Background: an optimization exercise with open tools, aiming at small area. Do not read the settings as production practice. Function was checked by simulation only, so behaviour that the tests miss may differ from the original. Power figures rest on the tool's default switching activity, not on a simulated workload.

Setup of run A:
Design addr_gen_top, start of the top module:
module addr_gen_top (
    input  logic                          clk,
    input  logic                          reset_n,
    input  logic [4:0]                    ctrl,
    input  logic [3:0]                    step,
    input  logic [36-1:0]         sync_in,
    output logic [36*8-1:0] rd_lane_addr,
    output logic [36*8-1:0] wr_lane_addr,
    output logic [36-1:0]         wr_lane_strobe,
    output logic [10-1:0]           rd_frame_addr,
    output logic [10-1:0]           wr_frame_addr
);
Size: about 1,400 cells after synthesis, ~92 flip-flops, roughly 9200 um^2 of cells after synthesis.
export LEC_CHECK = 0
export CAP_MARGIN = 10
export CORE_MARGIN = 2
export CORE_UTILIZATION = 60
export CTS_BUF_LIST = sky130_fd_sc_hd__clkbuf_4 sky130_fd_sc_hd__clkbuf_8
export GPL_TIMING_DRIVEN = 0
export SLEW_MARGIN = 10
create_clock -name core_clock -period 5.0 [get_ports {clk}]
standard.sh (not shown) runs the stock make flow with config.mk's settings and CLKGATE_MAP_FILE= SYNTH_SCRIPT=/design/flow/synth_recipe.tcl, a recipe that flattens the netlist after the stock synthesis.
==> flow/flow/run.sh <==
#!/bin/bash
# ORFS layout as the standard.sh runs it, with three changes:
#  - synthesis maps with an area-oriented ABC script (flow/area.abc) and
#    without ORFS's full/half-adder extraction;
#  - the I/O ports get the smallest buffer (buf_1);
#  - everything else (floorplan, place, CTS, route) is standard.
set -euo pipefail
here=$(pwd)
export MY_ABC_SCRIPT=$here/flow/area.abc
export BUFFER_PORTS_ARGS="-buffer_cell sky130_fd_sc_hd__buf_1"
# drop the buffers yosys inserted before placement (the ports get their own)
export REMOVE_ABC_BUFFERS=1
sed -e "s|SYNTH_SCRIPT=[^ ]*|SYNTH_SCRIPT=$here/flow/synth.tcl ADDER_MAP_FILE=|" standard.sh > my_standard.sh
bash my_standard.sh > flow_make.log 2>&1
==> flow/flow/area.abc <==
strash
&get -n
&deepsyn -T 120
&put
dch -f
map -a
strash
dch -f
amap
==> flow/flow/synth.tcl <==
# The standard flow's synthesis script (synth_recipe.tcl) with one change: the final ABC
# mapping call uses the area-oriented script named by $MY_ABC_SCRIPT.
proc synth {args} { yosys synth -nofsm -noshare {*}$args }
proc abc {args} {
  set i [lsearch -exact $args -script]
  if {$i >= 0 && [info exists ::env(MY_ABC_SCRIPT)]} {
    set args [lreplace $args [expr {$i + 1}] [expr {$i + 1}] $::env(MY_ABC_SCRIPT)]
    puts "abc with script $::env(MY_ABC_SCRIPT)"
  }
  yosys abc {*}$args
}
source $::env(SCRIPTS_DIR)/synth.tcl
# left out here: clear keep_hierarchy, flatten, clean up, hide names made inside functions, write 1_2_yosys.v
The flow ended early for run A: it failed with a tool error in I/O pin placement (3_2_place_iop).
The inputs of run B differ from those of run A as listed below.
==> flow/flow/run.sh <==
#!/bin/bash
set -euo pipefail
here=$(pwd)
export MY_ABC_SCRIPT=$here/flow/area.abc
export BUFFER_PORTS_ARGS="-buffer_cell sky130_fd_sc_hd__buf_1"
# drop the buffers yosys inserted before placement (the ports get their own)
export REMOVE_ABC_BUFFERS=1
sed -e "s|SYNTH_SCRIPT=[^ ]*|SYNTH_SCRIPT=$here/flow/synth.tcl ADDER_MAP_FILE=|" standard.sh > my_standard.sh
bash my_standard.sh > flow_make.log 2>&1
==> flow/flow/area.abc <==
strash
&get -n
&deepsyn -T 120
&put
dch -f
map
diff --git a/flow/config.mk b/flow/config.mk
--- a/flow/config.mk
+++ b/flow/config.mk
@@ -8,6 +8,7 @@
 export CAP_MARGIN = 10
-export CORE_MARGIN = 2
-export CORE_UTILIZATION = 60
+export CORE_AREA = 2 2 308 74
 export CTS_BUF_LIST = sky130_fd_sc_hd__clkbuf_4 sky130_fd_sc_hd__clkbuf_8
+export DIE_AREA = 0 0 310 76
 export GPL_TIMING_DRIVEN = 0
+export SETUP_SLACK_MARGIN = 0.2
 export SLEW_MARGIN = 10
Findings:
Run B completed; timing, DRC and antenna clean
Against run A, run B reports a synthesized area per cell that is lower.
Synthesized cell count (run B / run A): 1.09
Unique cell type count in the Yosys netlist was lower in the run labelled run B.
Run B vs run A: effective utilization at floorplan down in run B
### run B -> run C
==> flow/flow/area.abc <==
strash
&get -n
&deepsyn -T 120
&put
dch -f
map -a
strash
dch -f
amap
diff --git a/flow/config.mk b/flow/config.mk
--- a/flow/config.mk
+++ b/flow/config.mk
@@ -12,3 +12,2 @@
 export GPL_TIMING_DRIVEN = 0
-export SETUP_SLACK_MARGIN = 0.2
 export SLEW_MARGIN = 10
## What came out
Run C completed end to end; final checks failed (negative setup slack). Remaining number of nets flagged by the antenna check after routing: run C vs run B identical. Diff run B -> run C | multi-input gate share of the layout cell area | decrease of 4.6 points. Comparing run C and run B, the higher power share of the combinational group is on run C. Delta (run C minus run B): wire length now sits higher; mux share of post-synthesis cell area now sits at about the same level. Looking at part of the power in the clock network across run C and run B, the one that comes out higher is run B. Against run B as the reference, run C delivers a lower effective utilization at floorplan. The run showing the smaller first-pass GRT wire length is run B.


addr_gen_top, a different RTL version from the one above (not shown whole).
Size in the first run: about 92 flip-flops, roughly 680 I/O pins, roughly 9900 um^2 of cells after synthesis.
## addr_gen_top
module addr_gen_top (
    input  logic                          clk,
    input  logic                          reset_n,
    input  logic [4:0]                    ctrl,
    input  logic [3:0]                    step,
    input  logic [36-1:0]         sync_in,
    output logic [36*8-1:0] rd_lane_addr,
    output logic [36*8-1:0] wr_lane_addr,
    output logic [36-1:0]         wr_lane_strobe,
    output logic [10-1:0]           rd_frame_addr,
    output logic [10-1:0]           wr_frame_addr
);
    logic [8-1:0] rd_base;
    logic [8-1:0] wr_base;
    frame_counters u_counters (
        .clk           (clk),
        .reset_n       (reset_n),
        .ctrl          (ctrl),
        .step          (step),
        .rd_base       (rd_base),
        .wr_base       (wr_base),
        .rd_frame_addr (rd_frame_addr),
        .wr_frame_addr (wr_frame_addr)
    );
    rd_lane_bank u_rd_bank (
        .clk       (clk),
        .reset_n   (reset_n),
        .ctrl      (ctrl),
        .base      (rd_base),
        .lane_addr (rd_lane_addr)
    );
    wr_lane_bank u_wr_bank (
        .clk         (clk),
        .reset_n     (reset_n),
        .ctrl        (ctrl),
        .base        (wr_base),
        .sync        (sync_in),
        .lane_addr   (wr_lane_addr),
        .lane_strobe (wr_lane_strobe)
    );
endmodule
export LEC_CHECK = 0
export CAP_MARGIN = 10
export CORE_AREA = 2 2 298 68
export CTS_BUF_LIST = sky130_fd_sc_hd__clkbuf_4 sky130_fd_sc_hd__clkbuf_8
export DIE_AREA = 0 0 300 70
export GPL_TIMING_DRIVEN = 1
export SETUP_SLACK_MARGIN = 0.1
export SLEW_MARGIN = 10
create_clock -name core_clock -period 5.0 [get_ports {clk}]
==> flow/flow/run.sh <==
#!/bin/bash
# ORFS layout as the standard.sh runs it, with these changes:
#  - synthesis maps with a delay-oriented ABC script (flow/area.abc) on the
#    logic as the RTL gives it, without ORFS's full/half-adder extraction;
#  - the I/O ports get the smallest buffer (buf_1);
#  - CTS runs with ORFS's arguments but without dummy loads;
#  - everything else (floorplan, place, route) is standard.
set -euo pipefail
here=$(pwd)
export MY_ABC_SCRIPT=$here/flow/area.abc
export BUFFER_PORTS_ARGS="-buffer_cell sky130_fd_sc_hd__buf_1"
# drop the buffers yosys inserted before placement (the ports get their own)
export REMOVE_ABC_BUFFERS=1
# ORFS's own CTS arguments (cts.tcl) plus -dont_use_dummy_load
export CTS_ARGS="-sink_clustering_enable -repair_clock_nets -buf_list {sky130_fd_sc_hd__clkbuf_4 sky130_fd_sc_hd__clkbuf_8} -dont_use_dummy_load"
sed -e "s|SYNTH_SCRIPT=[^ ]*|SYNTH_SCRIPT=$here/flow/synth.tcl ADDER_MAP_FILE=|" standard.sh > my_standard.sh
bash my_standard.sh > flow_make.log 2>&1
==> flow/flow/area.abc <==
strash
dch -f
map
Scripts as last shown in full above: flow/flow/synth.tcl
Edit:
--- a/flow/flow/run.sh
+++ b/flow/flow/run.sh
@@ -1,5 +1,5 @@
 #!/bin/bash
 # ORFS layout as the standard.sh runs it, with these changes:
-#  - synthesis maps with a delay-oriented ABC script (flow/area.abc) on the
+#  - synthesis maps with ABC's &nf mapper (flow/area.abc) on the
 #    logic as the RTL gives it, without ORFS's full/half-adder extraction;
 #  - the I/O ports get the smallest buffer (buf_1);
==> flow/flow/area.abc (replaced) <==
strash
&get -n
&st
&dch -f
&nf -p
&put
Result: Cell area hardly moves; maximum frequency drops slightly; synthesized area drops by a few percent; total power climbs by a few percent; worst hold slack is better by 0.017 ns; synthesized cell count drops by about a fifth; sequential share of layout area stays flat; wire length drops by a few percent; clock skew climbs by 0.0086 ns.


Setup of the previous run:
addr_gen_top again, from the RTL that the note above started with.
export LEC_CHECK = 0
export CAP_MARGIN = 10
export CORE_AREA = 2 2 298 68
export CTS_BUF_LIST = sky130_fd_sc_hd__clkbuf_4 sky130_fd_sc_hd__clkbuf_8
export DIE_AREA = 0 0 300 70
export GPL_TIMING_DRIVEN = 1
export SETUP_SLACK_MARGIN = 0.1
export SLEW_MARGIN = 10
create_clock -name core_clock -period 5.0 [get_ports {clk}]
==> flow/flow/run.sh <==
#!/bin/bash
# ORFS layout as the standard.sh runs it, with these changes:
#  - synthesis maps with a delay-oriented ABC script (flow/area.abc) on the
#    logic as the RTL gives it, without ORFS's full/half-adder extraction;
#  - the I/O ports get the smallest buffer (buf_1);
#  - everything else (floorplan, place, CTS, route) is standard.
set -euo pipefail
here=$(pwd)
export MY_ABC_SCRIPT=$here/flow/area.abc
export BUFFER_PORTS_ARGS="-buffer_cell sky130_fd_sc_hd__buf_1"
# drop the buffers yosys inserted before placement (the ports get their own)
export REMOVE_ABC_BUFFERS=1
sed -e "s|SYNTH_SCRIPT=[^ ]*|SYNTH_SCRIPT=$here/flow/synth.tcl ADDER_MAP_FILE=|" standard.sh > my_standard.sh
bash my_standard.sh > flow_make.log 2>&1
==> flow/flow/area.abc <==
strash
dch -f
map
Scripts as last shown in full above: flow/flow/synth.tcl
What the current run does differently from the previous run at the input level:
Settings: changing CORE_AREA from 2 2 298 68 to 2 2 298 62; changing DIE_AREA from 0 0 300 70 to 0 0 300 64.
- The current run completed; timing, DRC and antenna clean
- The previous run has a lower data arrival time of the critical path than the current run.
- Delta (the current run minus the previous run): final cycle utilization of the critical path has increased, wire length of the first global-routing pass fell about 4%, number of cells on the worst reg-to-reg path shrank by 2, worst vdd rail ir drop up about 1.4%.
- Taking the previous run as the reference, in the current run portion of the post-synthesis area used by sequential elements closely matched the old numbers, worst setup skew after layout decreased by 0.011 ns relative to the old numbers, internal power component decreased by about 1.3% relative to the old numbers, die outline area decreased by 8.6% relative to the old numbers.

## port drivers added, routing unchanged
The flow's constraints put no driver on any port. The routed layouts listed below were extracted and timed again, unchanged, in two steps. Step 1, drivers: a clkbuf_16 drives clk and a buf_2 each remaining input, both assumed. Step 2 moves the port delays by t, midway between the first and last clock arrival at a register: inputs arrive t later, outputs are due t later. That takes back most of the time a late clock gives input paths. Three values: ideal ports, drivers, drivers and shift; two values: the first two.
run	t (ns)	setup WS [ns]	hold WS [ns]	worst setup path at the end	slew at the worst register clock pin (ns)
run B	0.450	0.337 / 0.296 / 0.746	0.486 / 0.486 / 0.486	register to output	0.12 / 0.12
run C	0.450	-0.268 / -0.309 / 0.141	0.485 / 0.485 / 0.485	register to output	0.12 / 0.12
the first run of note 2	0.436	0.275 / 0.234 / 0.670	0.482 / 0.482 / 0.482	register to output	0.10 / 0.10
the second run of note 2	0.424	0.223 / 0.181 / 0.605	0.499 / 0.499 / 0.499	register to output	0.11 / 0.11
the previous run	0.444	0.271 / 0.231 / 0.675	0.484 / 0.484 / 0.484	register to output	0.11 / 0.11
the current run	0.434	0.246 / 0.203 / 0.638	0.503 / 0.503 / 0.503	register to output	0.11 / 0.11
